Background: an optimization exercise with open tools, aiming at small area and a short achievable clock period. Do not read the settings as production practice.
In this exercise RTL edits were held to simulation tests only and were not proved equivalent to the original.

==> flow/design.v (outline; a module is shown in full before it is edited, if it fits) <==
// module fir_tap_chain: 1211 lines
// module fir_fa: 10 lines
// module fir_ha: 9 lines
// module fir_out_stage: 35 lines
// module axis_fir_lowpass: 40 lines
module axis_fir_lowpass (
        input  logic               s00_axis_aclk,
        input  logic               rst_n,
        input  logic               s00_axis_tvalid,
        input  fir_pkg::bus_word_t s00_axis_tdata,
        input  logic               s00_axis_tlast,
        output logic               s00_axis_tready,
        input  logic               m00_axis_tready,
        output logic               m00_axis_tvalid,
        output fir_pkg::bus_word_t m00_axis_tdata,
        output logic               m00_axis_tlast
);
  // ...
==> flow/flow/run.sh <==
#!/bin/bash
set -euo pipefail
bash standard.sh SETUP_SLACK_MARGIN=5.7 "BUFFER_PORTS_ARGS=-buffer_cell sky130_fd_sc_hd__buf_1" finish > standard.log 2>&1
==> flow/standard.sh <==
#!/bin/bash
# synth_recipe.tcl (not shown) runs the flow's synth.tcl, then flattens the netlist and writes it again
# the make line also repeats each setting of config.mk as NAME=value (left out here)
make -C /OpenROAD-flow-scripts/flow DESIGN_CONFIG=/design/flow/config.mk WORK_HOME=/design/flow/orfs CLKGATE_MAP_FILE= SYNTH_SCRIPT=/design/flow/synth_recipe.tcl "${@:-finish}"
==> flow/config.mk <==
export PLATFORM = sky130hd
export DESIGN_NAME = axis_fir_lowpass
export DESIGN_NICKNAME = axis_fir_lowpass
export VERILOG_FILES = /design/flow/design.v
export SDC_FILE = /design/flow/constraint.sdc
export NUM_CORES = 4
export LEC_CHECK = 0
export ABC_CLOCK_PERIOD_IN_PS = 1500
export CAP_MARGIN = 20
export CORE_MARGIN = 2
export CORE_UTILIZATION = 70
export SLEW_MARGIN = 20
export SYNTH_HIERARCHICAL = 1
==> flow/constraint.sdc <==
create_clock -name core_clock -period 10.5 [get_ports {s00_axis_aclk}]
set_input_delay 2.1000 -clock core_clock [delete_from_list [all_inputs] [get_ports {s00_axis_aclk}]]
set_output_delay 2.1000 -clock core_clock [all_outputs]
set_load 0.01 [all_outputs]
==> run notes, run 1 <==
status=finished clean; initial core utilization=70.5%; wire per inst=21.4 µm; Commonest cells post-synth=fa_1, mux2_2, dfrtp_1; Post-synth EDFFs=44; Bufs and invs on worst path=1; Nets=3,787; Multi-In Gates=1,732; post-layout util=76.3%; Yosys reg bits=541; residual DRC count=0; hold path start=i_fir_tap_chain.q1[1]; Post-Syn Instances=2,729; post-layout worst setup margin=5740 ps; share of cells above drive strength 1=23.0%; number of non-clock buffers=113; Initial DRC Count=1,138; Fillers=3,549; clock latency on the worst-skew pair=630 ps; Async S/R FF share, synth=91.9%; area delta synth->final=8.23%; clock transition at the registers of the reported paths=60 ps; Largest delay share family, worst path=adder cells; commonest non-fill, non-tap cell in the layout=fa_1; Post-Synth Simple-Gate Area=1.82%; most frequent cells in the layout=fa_1, mux2_2, dfrtp_1
==> run 2, diff against run 1 <==
--- a/flow/config.mk
+++ b/flow/config.mk
@@ -9,5 +9,6 @@
 export CAP_MARGIN = 20
 export CORE_MARGIN = 2
 export CORE_UTILIZATION = 70
+export CTS_BUF_LIST = sky130_fd_sc_hd__clkbuf_4 sky130_fd_sc_hd__clkbuf_8
 export SLEW_MARGIN = 20
 export SYNTH_HIERARCHICAL = 1
==> run 2 against run 1 <==
Against the previous run:
- critical path depth did not move
- count of clock-buffer cells in the layout rose by 65
- sequential share of layout area fell by 0.062 points
- routed wire length fell by 1.0%
- hold slack got worse by 0.59 ps
- non-clock buffer count did not move
- via count rose by 0.86%
- clock skew rose by 16 ps
- utilization rose by 0.15 points
- final area rose by 0.19%
- critical endpoint is now i_fir_out_stage.word[40]
- largest cell class unchanged
==> run notes, run 2 <==
WP data arrival=5170 ps (was 5110 ps); Synth area leaders=fa_1, dfrtp_1, mux2_2 (unchanged); vias in the first global route=24.3k (was 24.2k); register area share after synthesis=35.1% (unchanged); most frequent cells in the layout=fa_1, mux2_2, dfrtp_1 (unchanged); Final Hold Violating Endpoints=0 (unchanged); top-area cell type share of the netlist area=36.5% (unchanged); CTS Hold Bufs=0 (unchanged); Final setup viols=0 (unchanged); fin. max-slew vios=0 (unchanged); Die Width=242 µm (unchanged); CTS tree=yes (unchanged); Worst Hold Class=reg2reg (unchanged); Commonest cells post-synth=fa_1, mux2_2, dfrtp_1 (unchanged); Layout Cells excl Fill=3,679 (was 3,614); Clock Skews=36.1 ps (was 20.5 ps); Fin Hold WS=452 ps (was 453 ps); Via Count=21.0k (was 20.8k); commonest non-fill, non-tap cell in the layout=fa_1 (unchanged); gp weighted congestion=0.881 (unchanged); share of cells above drive strength 1=24.8% (was 23.0%); Synth Warn #=8 (unchanged); Yosys reg bits=541 (unchanged); Chip Height=242 µm (unchanged); row count=87 (unchanged); clk root buf=clkbuf_8 (was clkbuf_16); DP Cell Count=3,504 (unchanged); Die ar.=0.0584 mm² (unchanged); WL final=76,600 µm (was 77,300 µm); setup tns final=0 ps (unchanged); Final Critical Period=4740 ps (was 4760 ps); Async S/R FF share, synth=91.9% (unchanged); status=finished clean (unchanged); initial antenna violation count=2 (was 0); residual DRC count=0 (unchanged); Worst Setup Start Kind=primary input (unchanged); number of max-cap violations=0 (unchanged); initial core utilization=70.5% (unchanged); wire per inst=20.8 µm (was 21.4 µm); area delta synth->final=8.44% (was 8.23%); hpwl dp=59,800 µm (unchanged); clock transition at the registers of the reported paths=60 ps (about the same); CP Class=in2reg (unchanged); antenna-violating nets left=0 (unchanged); Fillers=3,599 (was 3,549); CTS Buf Count=92 (was 57); sequential cell area=0.0139 mm² (unchanged); clock latency on the worst-skew pair=690 ps (was 630 ps); Worst-Margin Slew=1010 ps (was 1000 ps); leading area contributor after synthesis=fa_1 (unchanged); post-layout util=76.4% (was 76.3%); largest net degree at the start of global routing=181 (unchanged); Max Clk Rate=211 MHz (was 210 MHz); Post-Syn Instances=2,729 (unchanged); core area=0.0561 mm² (unchanged); worst relative slew slack=32.8% (was 33.2%); DR pass1 iterations=5 (was 4); total gr overflow=0 (unchanged); Multi-input gate area=0.0240 mm² (was 0.0241 mm²); Post-synth EDFFs=44 (unchanged); post-DR vias/cell=5.71 (was 5.77); Initial DRC Count=999 (was 1,138); Nets=3,822 (was 3,787); crit end category=flip-flop (unchanged); Syn Nets=3,707 (unchanged); fin area=0.0429 mm² (was 0.0428 mm²); H-tree Lvls=3 (was 2); Total GRT Usage=28.2% (was 28.3%); first-pass GRT wire length=127,000 µm (was 128,000 µm); placed instance area=0.0407 mm² (unchanged); most common cell in the netlist=fa_1 (unchanged); Post-Syn Area=0.0395 mm² (unchanged); average size of a mapped cell=14.5 µm² (unchanged); Worst Path Max Fanout=6 (unchanged); Clock Sinks=541 (unchanged); Top FF cell, synth=dfrtp_1 (unchanged); maximum root-to-sink buffer count=3 (unchanged); Unique masters post-synth=58 (unchanged); port bufs=103 (unchanged); # IOs=136 (unchanged); Worst EP required=10,930 ps (was 10,860 ps); top flop regs=i_fir_out_stage.word (43), i_fir_tap_chain.q1 (43), i_fir_tap_chain.q2 (42) (unchanged); final critical-path share of the clock period=45.1% (was 45.3%); RSZ-0062 raised after global routing=true (unchanged)
run 2: cell count changes in the layout (fill, tap and decap cells not counted), sizes merged:
cell      previous run  this run
clkbuf              95       157
inv                365       366
buf                109       112
clkinvlp             3         1
diode                0         2
clkinv               9         8
run 2: cell type report:
type / count / area share [%]
tap: 756 / 2.21
clock buffer: 156 / 4.56
inverter: 364 / 3.19
multi-input combinational: 1732 / 56.0
clock inverter: 15 / 0.444
sequential: 541 / 32.3
antenna: 2 / 0.0117
timing repair buffer: 113 / 1.23
run 2: through the flow:
step | setup WS (ps)
floorplan | 5620
global placement | 5160
detailed placement | 5080
CTS | 5820
global route | 5660
finish | 5760
run 2: kinds of logic after synthesis:
group | count (synthesis) | share of synthesized area [%]
buffers and inverters | 456 | 4.55
and+or+nand+nor | 159 | 1.82
muxes | 430 | 12.2
DFF | 541 | 35.1
xor gates and xnor gates | 40 | 0.886
AOI/OAI and AO/OA | 194 | 3.00
adders and majority gates | 909 | 42.5
run 2: what timing repair did:
item | CTS | global route
setup buffers | 0 | 2
endpoints found under the setup margin | 0 | 8
resized for setup | 0 | 6
run 2: worst paths after layout:
kind	start	to	slack, ps	depth (start not counted)
max	s00_axis_tdata[45]	i_fir_out_stage.word[40]	5760	12
min	i_fir_tap_chain.q1[1]	i_fir_out_stage.word[1]	450	0
max reg2reg	i_fir_tap_chain.h6[24]	i_fir_tap_chain.q2[26]	5900	9
min reg2reg	i_fir_tap_chain.q1[1]	i_fir_out_stage.word[1]	450	0
max in group asynchronous	rst_n	i_fir_tap_chain.h6[25]	6770	3
min in group asynchronous	rst_n	i_fir_tap_chain.h1[1]	1540	1
run 2: worst max-delay path, cell delays in order:
cell	delay [ps]
buf_1	180
fa_1	470
fa_1	510
ha_4	320
o21a_1	120
o211ai_1	120
a31oi_1	320
nand3_1	230
nor3_2	390
nor3_1	130
o21ai_1	160
xnor2_1	100
run 2: per-module statistics from Yosys (local to each module, per instance), excerpt:
module	area, µm²	cells	flip-flops and latches
fir_fa	20.0	1	0
fir_tap_chain	22800	1878	496
fir_out_stage	1530	69	45
fir_ha	12.5	1	0
run 2: metal layers:
| metal | GRT usage, % | share of wire, % | vias up |
|---|---|---|---|
| li1 | - | - | 9073 |
| met1 | 33.9 | 36 | 11300 |
| met2 | 51.5 | 57 | 428 |
| met3 | 4.42 | 3.5 | 185 |
| met4 | 10.5 | 3.6 | 0 |
| met5 | 0 | 0 | - |
==> run 3, diff against run 2 <==
--- a/flow/config.mk
+++ b/flow/config.mk
@@ -9,6 +9,6 @@
 export CAP_MARGIN = 20
 export CORE_MARGIN = 2
 export CORE_UTILIZATION = 70
-export CTS_BUF_LIST = sky130_fd_sc_hd__clkbuf_4 sky130_fd_sc_hd__clkbuf_8
 export SLEW_MARGIN = 20
 export SYNTH_HIERARCHICAL = 1
+export TNS_END_PERCENT = 0
==> run 3 against run 2 <==
Against the previous run:
- first-iteration DRC count is 19% higher
- utilization shrank 0.21 points
- non-clock buffer count rose by 1
- die area unchanged
- fmax decreased by 0.50%
- critical path depth did not move
- clock skew decreased by 11 ps
- critical path type unchanged
==> run notes, run 3 <==
antenna-violating nets left=0 (unchanged); WL final=77,800 µm (was 76,600 µm); Final Hold Violating Endpoints=0 (unchanged); Worst EP required=10,860 ps (was 10,930 ps); most frequent cells in the layout=fa_1, mux2_2, dfrtp_1 (unchanged); Final setup viols=0 (unchanged); top flop regs=i_fir_out_stage.word (43), i_fir_tap_chain.q1 (43), i_fir_tap_chain.q2 (42) (unchanged); Synth area leaders=fa_1, dfrtp_1, mux2_2 (unchanged); row count=87 (unchanged); fin. max-slew vios=0 (unchanged); wire per inst=21.5 µm (was 20.8 µm); DR pass1 iterations=5 (unchanged); Worst-Margin Slew=1090 ps (was 1010 ps); Clock Skews=24.7 ps (was 36.1 ps); Multi-input gate area=0.0241 mm² (was 0.0240 mm²); Chip Height=242 µm (unchanged); status=finished clean (unchanged); area delta synth->final=8.14% (was 8.44%); register area share after synthesis=35.1% (unchanged); H-tree Lvls=2 (was 3); XOR/XNOR share of the synthesized area=0.886% (unchanged); CP Class=in2reg (unchanged); RSZ-0062 raised after global routing=true (unchanged); clock transition at the registers of the reported paths=60 ps (about the same); crit end category=flip-flop (unchanged); Final Critical Period=4760 ps (was 4740 ps); gp weighted congestion=0.882 (was 0.881); max incr delay on CP=510 ps (about the same); worst relative slew slack=27.3% (was 32.8%); Top FF cell, synth=dfrtp_1 (unchanged); Worst Hold Class=reg2reg (unchanged); Max Clk Rate=210 MHz (was 211 MHz); Clock Sinks=541 (unchanged); Die Width=242 µm (unchanged); most common cell in the netlist=fa_1 (unchanged); average size of a mapped cell=14.5 µm² (unchanged); mux share of post-synthesis cell area=12.2% (unchanged); share of cells above drive strength 1=23.0% (was 24.8%); Crit-path slowest cell=fa_1 (unchanged); Post-Syn Area=0.0395 mm² (unchanged); main combinational cell family by area after synthesis=adder cells (unchanged); Syn Nets=3,707 (unchanged); clk root buf=clkbuf_16 (was clkbuf_8); sequential cell area=0.0139 mm² (about the same); initial antenna violation count=0 (was 2); adder-cell share of the synthesized area=42.5% (unchanged); Post-Synth Simple-Gate Area=1.82% (unchanged); Unique masters post-synth=58 (unchanged); hpwl dp=60,300 µm (was 59,800 µm); final critical-path share of the clock period=45.3% (was 45.1%); Nets=3,789 (was 3,822); top-area cell type share of the netlist area=36.5% (unchanged); WP data arrival=5120 ps (was 5170 ps); Worst Setup Start Kind=primary input (unchanged); initial core utilization=70.5% (unchanged); Antenna diodes=0 (was 2); largest net degree at the start of global routing=200 (was 181); Post-synth EDFFs=44 (unchanged); vias in the first global route=24.2k (was 24.3k); CTS Hold Bufs=0 (unchanged); Via Count=21.0k (about the same); Fin Hold WS=459 ps (was 452 ps); Initial DRC Count=1,185 (was 999); number of max-cap violations=0 (unchanged); Synth Warn #=8 (unchanged); CP Cell Sequence=buf_1 > fa_1 > fa_1 > ha_1 > a21oi_1 > o21ai_0 > a21oi_1 > a21bo_2 > o2bb2ai_2 > a211oi_4 > o31ai_1 > xnor2_1 (was buf_1 > fa_1 > fa_1 > ha_4 > o21a_1 > o211ai_1 > a31oi_1 > nand3_1 > nor3_2 > nor3_1 > o21ai_1 > xnor2_1); commonest non-fill, non-tap cell in the layout=fa_1 (unchanged); Worst Path Max Fanout=4 (was 6); core area=0.0561 mm² (unchanged); Die ar.=0.0584 mm² (unchanged); CTS Buf Count=58 (was 92); Fillers=3,578 (was 3,599); first-pass GRT wire length=128,000 µm (was 127,000 µm); setup tns final=0 ps (unchanged); post-DR vias/cell=5.81 (was 5.71); Commonest cells post-synth=fa_1, mux2_2, dfrtp_1 (unchanged); Post-Syn Instances=2,729 (unchanged); Async S/R FF share, synth=91.9% (unchanged); clock latency on the worst-skew pair=630 ps (was 690 ps); # IOs=136 (unchanged); port bufs=103 (unchanged); total gr overflow=0 (unchanged); maximum root-to-sink buffer count=3 (unchanged); Total GRT Usage=28.5% (was 28.2%); CTS tree=yes (unchanged); Yosys reg bits=541 (unchanged); Compound-Gate Fraction of Synth Area=3.00% (unchanged); leading area contributor after synthesis=fa_1 (unchanged); residual DRC count=0 (unchanged)
## run 3: cell counts after synthesis
Identical to the previous run, type by type.
## run 3: what timing repair did
| item | CTS | global route |
|---|---|---|
| gates resized for setup | 0 | 21 |
| endpoints found under the setup margin | 0 | 11 |
| setup buffers | 0 | 3 |
## run 3: modules after synthesis, one instance, submodules excluded, excerpt
module | cells inside | copies in the design
fir_out_stage | 69 | 1
fir_tap_chain | 1878 | 1
fir_fa | 1 | 719
fir_ha | 1 | 63
## run 3: kinds of logic after synthesis
logic type,after synthesis
DFF,541
and+or+nand+nor,159
xor gates and xnor gates,40
buffers and inverters,456
muxes,430
AOI/OAI and AO/OA,194
adders and majority gates,909
## run 3: critical path, delay by kind of cell
| family | cells | cell delay, ps |
|---|---|---|
| AO/OA/AOI/OAI | 7 | 1450 |
| adder cells (fa/ha/maj) | 3 | 1270 |
| XOR/XNOR | 1 | 150 |
| buffers and inverters | 1 | 130 |
## run 3: final timing paths
check / startpoint / slack [ps] / cells after the start / to
min in group asynchronous: rst_n / 1430 / 1 / i_fir_out_stage.m00_axis_tvalid
setup reg to reg: i_fir_tap_chain.h6[11] / 5890 / 9 / i_fir_tap_chain.q2[17]
hold / removal: i_fir_tap_chain.q1[1] / 460 / 0 / i_fir_out_stage.word[1]
setup / recovery: s00_axis_tdata[44] / 5740 / 12 / i_fir_out_stage.word[37]
max in group asynchronous: rst_n / 7080 / 3 / i_fir_tap_chain.h11[23]
hold reg to reg: i_fir_tap_chain.q1[1] / 460 / 0 / i_fir_out_stage.word[1]
## run 3: layout make-up
cell class | count | area share, %
repair buffers | 114 | 1.26
clock buffers | 83 | 3.85
clock inverters | 27 | 0.770
multi-input cells | 1732 | 56.3
inverters | 364 | 3.20
flip-flops and latches | 541 | 32.4
well taps | 756 | 2.21
## run 3: metal layers
| metal | share of wire, % | track usage [%] |
|---|---|---|
| met1 | 36 | 34.6 |
| met2 | 57 | 52.9 |
| met3 | 3.3 | 3.52 |
| met4 | 3.1 | 9.52 |
| met5 | 0 | 0 |
## run 3: per-stage QoR
stage	utilization [%]	worst slack, ps	cell area, µm²	cells
floorplan	-	5620	39700	2729
global placement	72.5	5150	40700	3504
detailed placement	72.5	5070	40700	3504
CTS	76.1	5710	42600	3614
global route	76.2	5640	42700	3617
finish	76.2	5740	42700	3617
==> run 4, diff against run 3 <==
--- a/flow/config.mk
+++ b/flow/config.mk
@@ -6,9 +6,9 @@
 export NUM_CORES = 4
 export LEC_CHECK = 0
 export ABC_CLOCK_PERIOD_IN_PS = 1500
-export CAP_MARGIN = 20
+export CAP_MARGIN = 0
 export CORE_MARGIN = 2
 export CORE_UTILIZATION = 70
-export SLEW_MARGIN = 20
+export SLEW_MARGIN = 0
 export SYNTH_HIERARCHICAL = 1
 export TNS_END_PERCENT = 0
==> run 4 against run 3 <==
Against the previous run:
- register-to-register slack about the same
- via count unchanged
- worst setup slack stayed put
- cell count stayed put
- non-clock buffer count did not move
- still clean
- final area did not move
- first-iteration DRC count stayed put
- die area unchanged
- critical path depth unchanged
==> run notes, run 4 <==
register area share after synthesis=35.1% (unchanged); post-DR vias/cell=5.81 (unchanged); Post-Syn Area=0.0395 mm² (unchanged); Antenna diodes=0 (unchanged); maximum root-to-sink buffer count=3 (unchanged); vias in the first global route=24.2k (unchanged); Total GRT Usage=28.5% (unchanged); hold path depth=0 (unchanged); Clock Sinks=541 (unchanged); port bufs=103 (unchanged); CP Class=in2reg (unchanged); # IOs=136 (unchanged); WP data arrival=5120 ps (about the same); main combinational cell family by area after synthesis=adder cells (unchanged); share of cells above drive strength 1=23.0% (unchanged); status=finished clean (unchanged); Final Critical Period=4760 ps (unchanged); Max Clk Rate=210 MHz (unchanged); most common cell in the netlist=fa_1 (unchanged); XOR/XNOR share of the synthesized area=0.886% (unchanged); Via Count=21.0k (unchanged); Nets=3,789 (unchanged); Post-Synth Simple-Gate Area=1.82% (unchanged); number of max-cap violations=0 (unchanged); Commonest cells post-synth=fa_1, mux2_2, dfrtp_1 (unchanged); clock latency on the worst-skew pair=630 ps (about the same); Worst-Margin Slew=1090 ps (unchanged); r2r setup slk=5890 ps (about the same); setup tns final=0 ps (unchanged); residual DRC count=0 (unchanged); Synth area leaders=fa_1, dfrtp_1, mux2_2 (unchanged); DR pass1 iterations=5 (unchanged); Die ar.=0.0584 mm² (unchanged); antenna-violating nets left=0 (unchanged); Worst R2R Start=i_fir_tap_chain.h6[11] (unchanged); WL final=77,800 µm (unchanged); placed instance area=0.0407 mm² (unchanged); Largest delay share family, worst path=compound AO/OA/AOI/OAI gates (unchanged); H-tree Lvls=2 (unchanged); Syn Nets=3,707 (unchanged); most frequent cells in the layout=fa_1, mux2_2, dfrtp_1 (unchanged); Levels on crit path=12 (unchanged); initial core utilization=70.5% (unchanged); average size of a mapped cell=14.5 µm² (unchanged); clk root buf=clkbuf_16 (unchanged); final critical-path share of the clock period=45.3% (unchanged); CTS Hold Bufs=0 (unchanged); wire per inst=21.5 µm (unchanged); RSZ-0062 raised after global routing=true (unchanged); Layout Cells excl Fill=3,617 (unchanged); CTS tree=yes (unchanged); initial antenna violation count=0 (unchanged); max incr delay on CP=510 ps (about the same); DP Cell Count=3,504 (unchanged); Bufs and invs on worst path=1 (unchanged); hold path start=i_fir_tap_chain.q1[1] (unchanged); first-pass GRT wire length=128,000 µm (unchanged); CTS Buf Count=58 (unchanged); commonest non-fill, non-tap cell in the layout=fa_1 (unchanged); Top FF cell, synth=dfrtp_1 (unchanged); Initial DRC Count=1,185 (unchanged); area delta synth->final=8.14% (unchanged); Worst Path Max Fanout=4 (unchanged); crit end category=flip-flop (unchanged); total gr overflow=0 (unchanged); largest net degree at the start of global routing=200 (unchanged); CP Cell Sequence=buf_1 > fa_1 > fa_1 > ha_1 > a21oi_1 > o21ai_0 > a21oi_1 > a21bo_2 > o2bb2ai_2 > a211oi_4 > o31ai_1 > xnor2_1 (unchanged); R2R Path End=i_fir_tap_chain.q2[17] (unchanged); Synth Warn #=8 (unchanged); worst relative slew slack=27.3% (unchanged); core area=0.0561 mm² (unchanged); leading area contributor after synthesis=fa_1 (unchanged); gp weighted congestion=0.882 (unchanged); mux share of post-synthesis cell area=12.2% (unchanged); Crit-path slowest cell=fa_1 (unchanged); adder-cell share of the synthesized area=42.5% (unchanged); row count=87 (unchanged); Worst Setup Start Kind=primary input (unchanged); clock transition at the registers of the reported paths=60 ps (about the same); top flop regs=i_fir_out_stage.word (43), i_fir_tap_chain.q1 (43), i_fir_tap_chain.q2 (42) (unchanged); Yosys reg bits=541 (unchanged); Clock Skews=24.7 ps (unchanged); Worst Hold Class=reg2reg (unchanged); Post-Syn Instances=2,729 (unchanged); fin. max-slew vios=0 (unchanged); Die Width=242 µm (unchanged); Async S/R FF share, synth=91.9% (unchanged); Final Hold Violating Endpoints=0 (unchanged); WHS Endpoint=i_fir_out_stage.word[1] (unchanged); Post-synth EDFFs=44 (unchanged); Worst EP required=10,860 ps (about the same); length in cells of the worst reg-to-reg path=9 (unchanged); Compound-Gate Fraction of Synth Area=3.00% (unchanged); fin area=0.0427 mm² (unchanged); Fillers=3,578 (unchanged); hpwl dp=60,300 µm (unchanged); Final setup viols=0 (unchanged); Chip Height=242 µm (unchanged); Unique masters post-synth=58 (unchanged); top-area cell type share of the netlist area=36.5% (unchanged)
-- run 4: metal layers --
metal  vias up  track usage, %  wire (µm)
met5         -               0          0
met3       161            3.52       2550
li1       9005               -          -
met1     11400            34.6      28200
met2       417            52.9      44700
met4         0            9.52       2420
-- run 4: cells by family (layout without fill, tap and decap cells) --
| logic type | after synthesis | after routing |
|---|---|---|
| buffers and inverters | 456 | 588 |
| muxes | 430 | 430 |
| adders and majority gates | 909 | 909 |
| xor gates and xnor gates | 40 | 40 |
| and+or+nand+nor | 159 | 159 |
| DFF | 541 | 541 |
| AOI/OAI and AO/OA | 194 | 194 |
-- run 4: modules after synthesis, one instance, submodules excluded, a selection --
module / times used / flip-flops and latches / cell area, µm²
fir_fa: 719 / 0 / 20.0
fir_tap_chain: 1 / 496 / 22800
fir_ha: 63 / 0 / 12.5
fir_out_stage: 1 / 45 / 1530
-- run 4: worst max path at each step --
stage / from / end / slack [ps]
5_1_grt: s00_axis_tdata[38] / i_fir_out_stage.word[39] / 5640
3_3_place_gp: s00_axis_tdata[38] / i_fir_out_stage.word[39] / 5150
6_report: s00_axis_tdata[44] / i_fir_out_stage.word[37] / 5740
4_1_cts: s00_axis_tdata[45] / i_fir_out_stage.word[37] / 5710
3_5_place_dp: s00_axis_tdata[45] / i_fir_out_stage.word[37] / 5070
2_1_floorplan: s00_axis_tdata[38] / i_fir_out_stage.word[30] / 5620
-- run 4: layout make-up --
class	instances	area [µm²]	share of cell area (%)
clock inverter	27	329	0.770
timing repair buffer	114	541	1.26
sequential	541	13900	32.4
multi-input combinational	1732	24100	56.3
clock buffer	83	1650	3.85
inverter	364	1370	3.20
tap	756	946	2.21
-- run 4: timing repair --
item / CTS / global route
resized for setup: 0 / 21
endpoints found under the setup margin: 0 / 11
buffers inserted: 0 / 3
-- run 4: per-stage QoR --
| stage | worst slack [ps] | utilization [%] | hold WS (ps) |
|---|---|---|---|
| 2_1_floorplan | 5620 | - | 449 |
| 3_3_place_gp | 5150 | 72.5 | 431 |
| 3_5_place_dp | 5070 | 72.5 | 439 |
| 4_1_cts | 5710 | 76.1 | 453 |
| 5_1_grt | 5640 | 76.2 | 468 |
| 6_report | 5740 | 76.2 | 459 |
==> run 5, diff against run 4 <==
==> flow/flow/run.sh (replaced) <==
#!/bin/bash
set -euo pipefail
bash standard.sh SETUP_SLACK_MARGIN=5.8 "BUFFER_PORTS_ARGS=-buffer_cell sky130_fd_sc_hd__buf_1" finish > standard.log 2>&1
--- a/flow/config.mk
+++ b/flow/config.mk
@@ -6,9 +6,8 @@
 export NUM_CORES = 4
 export LEC_CHECK = 0
 export ABC_CLOCK_PERIOD_IN_PS = 1500
-export CAP_MARGIN = 0
+export CAP_MARGIN = 20
 export CORE_MARGIN = 2
-export CORE_UTILIZATION = 70
-export SLEW_MARGIN = 0
+export CORE_UTILIZATION = 75
+export SLEW_MARGIN = 20
 export SYNTH_HIERARCHICAL = 1
-export TNS_END_PERCENT = 0
==> run 5 against run 4 <==
Against the previous run:
- global-route usage grew 3.7 points
- final area increased by 0.87%
- largest cell class unchanged
- critical endpoint is now i_fir_out_stage.word[42]
- routed wire length rose by 4.3%
- hold slack lost 8.2 ps
- count of clock-buffer cells in the layout fell by 5
- die area is 6.6% lower
==> run notes, run 5 <==
Post-Syn Area=0.0395 mm² (unchanged); antenna-violating nets left=0 (unchanged); status=finished clean (unchanged); RSZ-0062 raised after global routing=true (unchanged); row count=84 (was 87); clock latency on the worst-skew pair=620 ps (was 630 ps); largest net degree at the start of global routing=174 (was 200); number of max-cap violations=0 (unchanged); main combinational cell family by area after synthesis=adder cells (unchanged); Clock Skews=23.8 ps (was 24.7 ps); R2R Path End=i_fir_tap_chain.q2[17] (unchanged); Async S/R FF share, synth=91.9% (unchanged); Post-synth EDFFs=44 (unchanged); crit end category=flip-flop (unchanged); average size of a mapped cell=14.5 µm² (unchanged); Max Used Layer=met4 (unchanged); Clock Sinks=541 (unchanged); Worst-Margin Slew=1050 ps (was 1090 ps); Syn Nets=3,707 (unchanged); initial antenna violation count=0 (unchanged); gp weighted congestion=0.908 (was 0.882); WL final=81,200 µm (was 77,800 µm); Via Count=21.3k (was 21.0k); Worst R2R Start=i_fir_tap_chain.h6[15] (was i_fir_tap_chain.h6[11]); setup tns final=0 ps (unchanged); Synth area leaders=fa_1, dfrtp_1, mux2_2 (unchanged); Worst Setup Start Kind=primary input (unchanged); WP data arrival=5040 ps (was 5120 ps); CP Class=in2reg (unchanged); hpwl dp=60,100 µm (was 60,300 µm); port bufs=103 (unchanged); placed instance area=0.0406 mm² (was 0.0407 mm²); top flop regs=i_fir_out_stage.word (43), i_fir_tap_chain.q1 (43), i_fir_tap_chain.q2 (42) (unchanged); post-DR vias/cell=6.01 (was 5.81); Setup crit start=s00_axis_tdata[42] (was s00_axis_tdata[44]); Top FF cell, synth=dfrtp_1 (unchanged); clk root buf=clkbuf_16 (unchanged); area delta synth->final=9.08% (was 8.14%); mux share of post-synthesis cell area=12.2% (unchanged); top-area cell type share of the netlist area=36.5% (unchanged); Initial DRC Count=1,062 (was 1,185); Die ar.=0.0546 mm² (was 0.0584 mm²); Die Width=234 µm (was 242 µm); XOR/XNOR share of the synthesized area=0.886% (unchanged); Commonest cells post-synth=fa_1, mux2_2, dfrtp_1 (unchanged); Chip Height=234 µm (was 242 µm); core area=0.0523 mm² (was 0.0561 mm²); wire per inst=22.9 µm (was 21.5 µm); share of cells above drive strength 1=25.1% (was 23.0%); Total GRT Usage=32.2% (was 28.5%); Final Hold Violating Endpoints=0 (unchanged); CTS tree=yes (unchanged); Max Clk Rate=213 MHz (was 210 MHz); Synth Warn #=8 (unchanged); fin area=0.0431 mm² (was 0.0427 mm²); worst relative slew slack=30.1% (was 27.3%); CTS Buf Count=57 (was 58); Nets=3,794 (was 3,789); CP Capture Point=i_fir_out_stage.word[42] (was i_fir_out_stage.word[37]); adder-cell share of the synthesized area=42.5% (unchanged); vias in the first global route=24.9k (was 24.2k); Antenna diodes=0 (unchanged); M1 WL=28,400 µm (was 28,200 µm); maximum root-to-sink buffer count=3 (unchanged); # IOs=136 (unchanged); Met2 Wirelength=46,500 µm (was 44,700 µm); Post-Synth Simple-Gate Area=1.82% (unchanged); commonest non-fill, non-tap cell in the layout=fa_1 (unchanged); Worst Path Max Fanout=5 (was 4); first-pass GRT wire length=132,000 µm (was 128,000 µm); clock transition at the registers of the reported paths=60 ps (about the same); total gr overflow=0 (unchanged); Worst Hold Class=reg2reg (unchanged); Post-Syn Instances=2,729 (unchanged); Met3 Routed Length=3040 µm (was 2550 µm); register area share after synthesis=35.1% (unchanged); Compound-Gate Fraction of Synth Area=3.00% (unchanged); most frequent cells in the layout=fa_1, mux2_2, dfrtp_1 (unchanged); leading area contributor after synthesis=fa_1 (unchanged); most common cell in the netlist=fa_1 (unchanged); Final setup viols=0 (unchanged); r2r setup slk=5880 ps (was 5890 ps); DR pass1 iterations=6 (was 5); fin. max-slew vios=0 (unchanged); final critical-path share of the clock period=44.7% (was 45.3%); residual DRC count=0 (unchanged); initial core utilization=75.5% (was 70.5%); Yosys reg bits=541 (unchanged); Unique masters post-synth=58 (unchanged); length in cells of the worst reg-to-reg path=9 (unchanged); Worst EP required=10,840 ps (was 10,860 ps); Final Critical Period=4700 ps (was 4760 ps); H-tree Lvls=2 (unchanged); post-layout util=82.4% (was 76.2%)
run 5: cell counts after synthesis:
No cell type changed its count.
run 5: per-stage QoR:
stage	hold WS, ps	worst slack (ps)	cells
after global placement	434	5170	3438
after detailed placement	438	5100	3438
final	451	5800	3553
after CTS	452	5800	3546
after global routing	473	5650	3553
after floorplan	449	5620	2729
run 5: timing repair:
item,in CTS,in global routing
resized for setup,5,72
hold buffers,0,0
endpoints found under the setup margin,4,30
buffers inserted,0,7
endpoints found under the hold margin,0,0
pin swaps,1,13
run 5: layout make-up:
class	instances	area, µm²
tap	688	861
timing repair buffer	120	582
inverter	364	1370
multi-input combinational	1732	24200
sequential	541	13900
fill	2796	9230
clock inverter	30	523
clock buffer	78	1680
run 5: modules after synthesis, one instance, submodules excluded, a selection:
module / flip-flops and latches / cells inside / times used
fir_fa: 0 / 1 / 719
fir_out_stage: 45 / 69 / 1
fir_tap_chain: 496 / 1878 / 1
fir_ha: 0 / 1 / 63
run 5: critical path: stages:
cell and delay [ps]:
buf_4 130, fa_1 490, fa_1 540, ha_4 330
nand2_2 60, or4_4 540, and3_4 210, nor3_4 290
o21a_1 170, a2111oi_2 40, xnor2_1 130
run 5: kinds of logic (layout without fill, tap and decap cells):
logic type / after synthesis / count (layout)
buffers and inverters: 456 / 592
flip-flops: 541 / 541
AND/OR/NAND/NOR: 159 / 159
adder cells (fa/ha/maj): 909 / 909
XOR/XNOR: 40 / 40
multiplexers: 430 / 430
AO/OA/AOI/OAI: 194 / 194
run 5: how the worst min path moves through the flow:
stage	to	start	slack [ps]	cells past startpoint
after floorplan	i_fir_tap_chain.h10[0]	i_fir_tap_chain.h9[0]	450	2
after global placement	i_fir_out_stage.word[1]	i_fir_tap_chain.q1[1]	430	0
after detailed placement	i_fir_out_stage.word[1]	i_fir_tap_chain.q1[1]	440	0
after CTS	i_fir_out_stage.word[1]	i_fir_tap_chain.q1[1]	450	0
after global routing	i_fir_out_stage.word[1]	i_fir_tap_chain.q1[1]	470	0
final	i_fir_out_stage.word[1]	i_fir_tap_chain.q1[1]	450	0
run 5: metal layers:
metal | vias up | track usage (%)
met4 | 0 | 12.9
met5 | - | 0
met1 | 11600 | 38.2
li1 | 8997 | -
met3 | 226 | 4.27
met2 | 548 | 59.4

[static timing again, ports no longer ideal]
Ports are ideal in the flow. The routed layouts listed here were re-timed in OpenROAD. Step 1 assumes that a clkbuf_16 drives the clock port and a buf_2 every other input. Step 2 adds t to the input delays and takes it off the output delays; t is the mean of the earliest and latest rising clock arrival at the registers after step 1. Input paths then give back, and output paths get back, about the clock's delay inside the block. a / b / c = no drivers / after step 1 / after step 2; a / b = the first two.
run	shift t [ns]	slack for setup (ns)	worst hold slack (ns)	slew at the worst register clock pin (ns)
run 1	0.679	5.742 / 5.740 / 5.060	0.453 / 0.453 / 0.453	0.06 / 0.06
run 2	0.733	5.763 / 5.755 / 5.022	0.452 / 0.452 / 0.452	0.07 / 0.07
run 3	0.680	5.740 / 5.741 / 5.061	0.459 / 0.459 / 0.459	0.06 / 0.06
run 4	0.680	5.740 / 5.741 / 5.061	0.459 / 0.459 / 0.459	0.06 / 0.06
run 5	0.663	5.803 / 5.816 / 5.153	0.451 / 0.451 / 0.451	0.07 / 0.07
After both steps every run listed still meets setup and hold. For run 2, which loses most, drivers alone change the setup slack by -0.008 ns; drivers and shift together by -0.741 ns.
